From an optimization exercise on the open Yosys and OpenROAD flow, aimed at small area, a short achievable clock period and few clock cycles per item; shortcuts taken in it are not production practice. Only simulation tests tie the RTL to the original design; equivalence was not proved.

==> module trm_ctrl, before the edit <==
module trm_ctrl (
    input  wire               i_clk,
    input  wire               i_rst_n,
    input  wire               i_in_valid,
    input  wire               i_out_stall,
    input  wire  [1:0]        i_unit,
    input  wire               i_div_skip,
    output logic              o_load,
    output logic              o_accept,
    output logic              o_mul,
    output logic              o_mfirst,
    output logic              o_mlast,
    output logic              o_fin,
    output logic              o_fsel,
    output logic              o_osel,
    output logic [1:0]        o_div,
    output logic              o_first,
    output logic              o_in_stall,
    output logic              o_out_valid
);
    localparam logic [1:0] W_EMPTY = 2'd0;
    localparam logic [1:0] W_MUL   = 2'd1;
    localparam logic [1:0] W_READY = 2'd2;
    logic [1:0] r_wst;
    logic [trm_pkg::MUL_CNT_W-1:0] r_mcnt;
    logic       r_fsel;      
    logic       r_osel;      
    logic [1:0] r_busy;
    logic [1:0] r_valid;
    logic [4:0] r_dcnt [2];
    logic       r_first;
    logic [4:0] w_steps;
    logic       w_take;
    logic       w_fin_reg;
    assign w_fin_reg   = (r_wst == W_READY) && !r_busy[r_fsel] && !r_valid[r_fsel];
    assign o_fin       = w_fin_reg || ((r_wst == W_READY) && w_take && (r_osel == r_fsel));
    assign o_load      = (r_wst == W_EMPTY) || o_fin;
    assign o_in_stall  = !((r_wst == W_EMPTY) || w_fin_reg);
    assign o_accept    = !o_in_stall && i_in_valid;
    assign o_mul       = (r_wst == W_MUL);
    assign o_mfirst    = (r_mcnt == '0);
    assign o_mlast     = (r_mcnt == trm_pkg::MUL_STEPS);
    assign o_fsel      = r_fsel;
    assign o_osel      = r_osel;
    assign o_div       = r_busy;
    assign o_first     = r_first;
    assign o_out_valid = r_valid[r_osel];
    assign w_take      = r_valid[r_osel] && !i_out_stall;
    always_comb begin
        case (i_unit)
            2'd0:    w_steps = 5'(trm_pkg::DIV_C0);
            2'd1:    w_steps = 5'(trm_pkg::DIV_C1);
            2'd2:    w_steps = 5'(trm_pkg::DIV_C2);
            default: w_steps = 5'd0;
        endcase
        if (i_div_skip) w_steps = 5'd0;
    end
    always_ff @(posedge i_clk) begin
        if (!i_rst_n) begin
            r_wst    <= W_EMPTY;
            r_mcnt   <= '0;
            r_fsel   <= 1'b0;
            r_osel   <= 1'b0;
            r_busy   <= 2'b00;
            r_valid  <= 2'b00;
            r_dcnt[0] <= '0;
            r_dcnt[1] <= '0;
            r_first  <= 1'b1;
        end else begin
            if (o_accept) begin
                r_wst  <= W_MUL;
                r_mcnt <= '0;
            end else if (o_fin) begin
                r_wst  <= W_EMPTY;
            end else if (r_wst == W_MUL) begin
                r_mcnt <= r_mcnt + 1'b1;
                if (r_mcnt == trm_pkg::MUL_STEPS) r_wst <= W_READY;
            end
            for (int s = 0; s < 2; s++) begin
                if (o_fin && r_fsel == s[0]) begin
                    r_dcnt[s]  <= w_steps;
                    r_busy[s]  <= (w_steps != 5'd0);
                    r_valid[s] <= (w_steps == 5'd0);
                end else begin
                    if (r_busy[s]) begin
                        r_dcnt[s] <= r_dcnt[s] - 5'd1;
                        if (r_dcnt[s] == 5'd1) begin
                            r_busy[s]  <= 1'b0;
                            r_valid[s] <= 1'b1;
                        end
                    end
                    if (w_take && r_osel == s[0]) r_valid[s] <= 1'b0;
                end
            end
            if (o_fin) begin
                r_first <= 1'b0;
                r_fsel  <= !r_fsel;
            end
            if (w_take) r_osel <= !r_osel;
        end
    end
endmodule
make LEC_CHECK=0 ABC_CLOCK_PERIOD_IN_PS=5500 CAP_MARGIN=20 CORE_MARGIN=2 CORE_UTILIZATION=40 SETUP_SLACK_MARGIN=4.5 SLEW_MARGIN=20 finish   # period 10.5 ns
run.sh (not shown) runs the stock make flow with config.mk's settings and CLKGATE_MAP_FILE= SYNTH_SCRIPT=/design/flow/synth_recipe.tcl, a recipe that flattens the netlist after the stock synthesis.
Testbench counts at the start, summed over its fixed seeds: cycles 9,030, items 1,200.
Edit:
--- a/flow/design.v
+++ b/flow/design.v
@@ -61,8 +61,8 @@
     assign w_fin_reg   = (r_wst == W_READY) && !r_busy[r_fsel] && !r_valid[r_fsel];
     assign o_fin       = w_fin_reg || ((r_wst == W_READY) && w_take && (r_osel == r_fsel));
     assign o_load      = (r_wst == W_EMPTY) || o_fin;
-    assign o_in_stall  = !((r_wst == W_EMPTY) || w_fin_reg);
-    assign o_accept    = !o_in_stall && i_in_valid;
+    assign o_in_stall  = !o_load;
+    assign o_accept    = o_load && i_in_valid;
     assign o_mul       = (r_wst == W_MUL);
     assign o_mfirst    = (r_mcnt == '0);
     assign o_mlast     = (r_mcnt == trm_pkg::MUL_STEPS);
What happened: Wire length increases by 3.6%. Synthesized cell count rose by 4.3%. Utilization decreases by 0.15 points. Setup slack got worse by 76 ps. Cell area climbs by 0.44%. First-iteration DRC count shrinks by 1.1%. Global-route usage goes up by 0.83 points.
Testbench counts after the change, summed over its fixed seeds: cycles 8,879, items 1,200.

-- what the ideal ports hide --
In the flow no input, the clock included, has a driving cell. The finished layouts below were timed again as built, in two steps.
Step 1, drivers: a clkbuf_16 drives i_clk and a buf_2 each remaining input, both assumed.
Step 2 also shifts input and output timing later by t, the mid clock arrival at the registers, as if the neighbouring blocks saw the same clock.
a / b / c = ideal / step 1 / step 2; a / b = the first two.
run	t (ns)	slack for setup (ns)	latest minus earliest clock arrival (ns)	worst register clock-pin slew, ns
the first run	0.923	4.447 / 4.447 / 3.644	0.048 / 0.048	0.06 / 0.06
the second run	0.920	4.371 / 4.371 / 3.991	0.094 / 0.094	0.07 / 0.07
After both steps setup and hold are still met in every run listed. For the first run, which loses most, drivers alone change the setup slack by 0.000 ns; drivers and shift together by -0.803 ns.
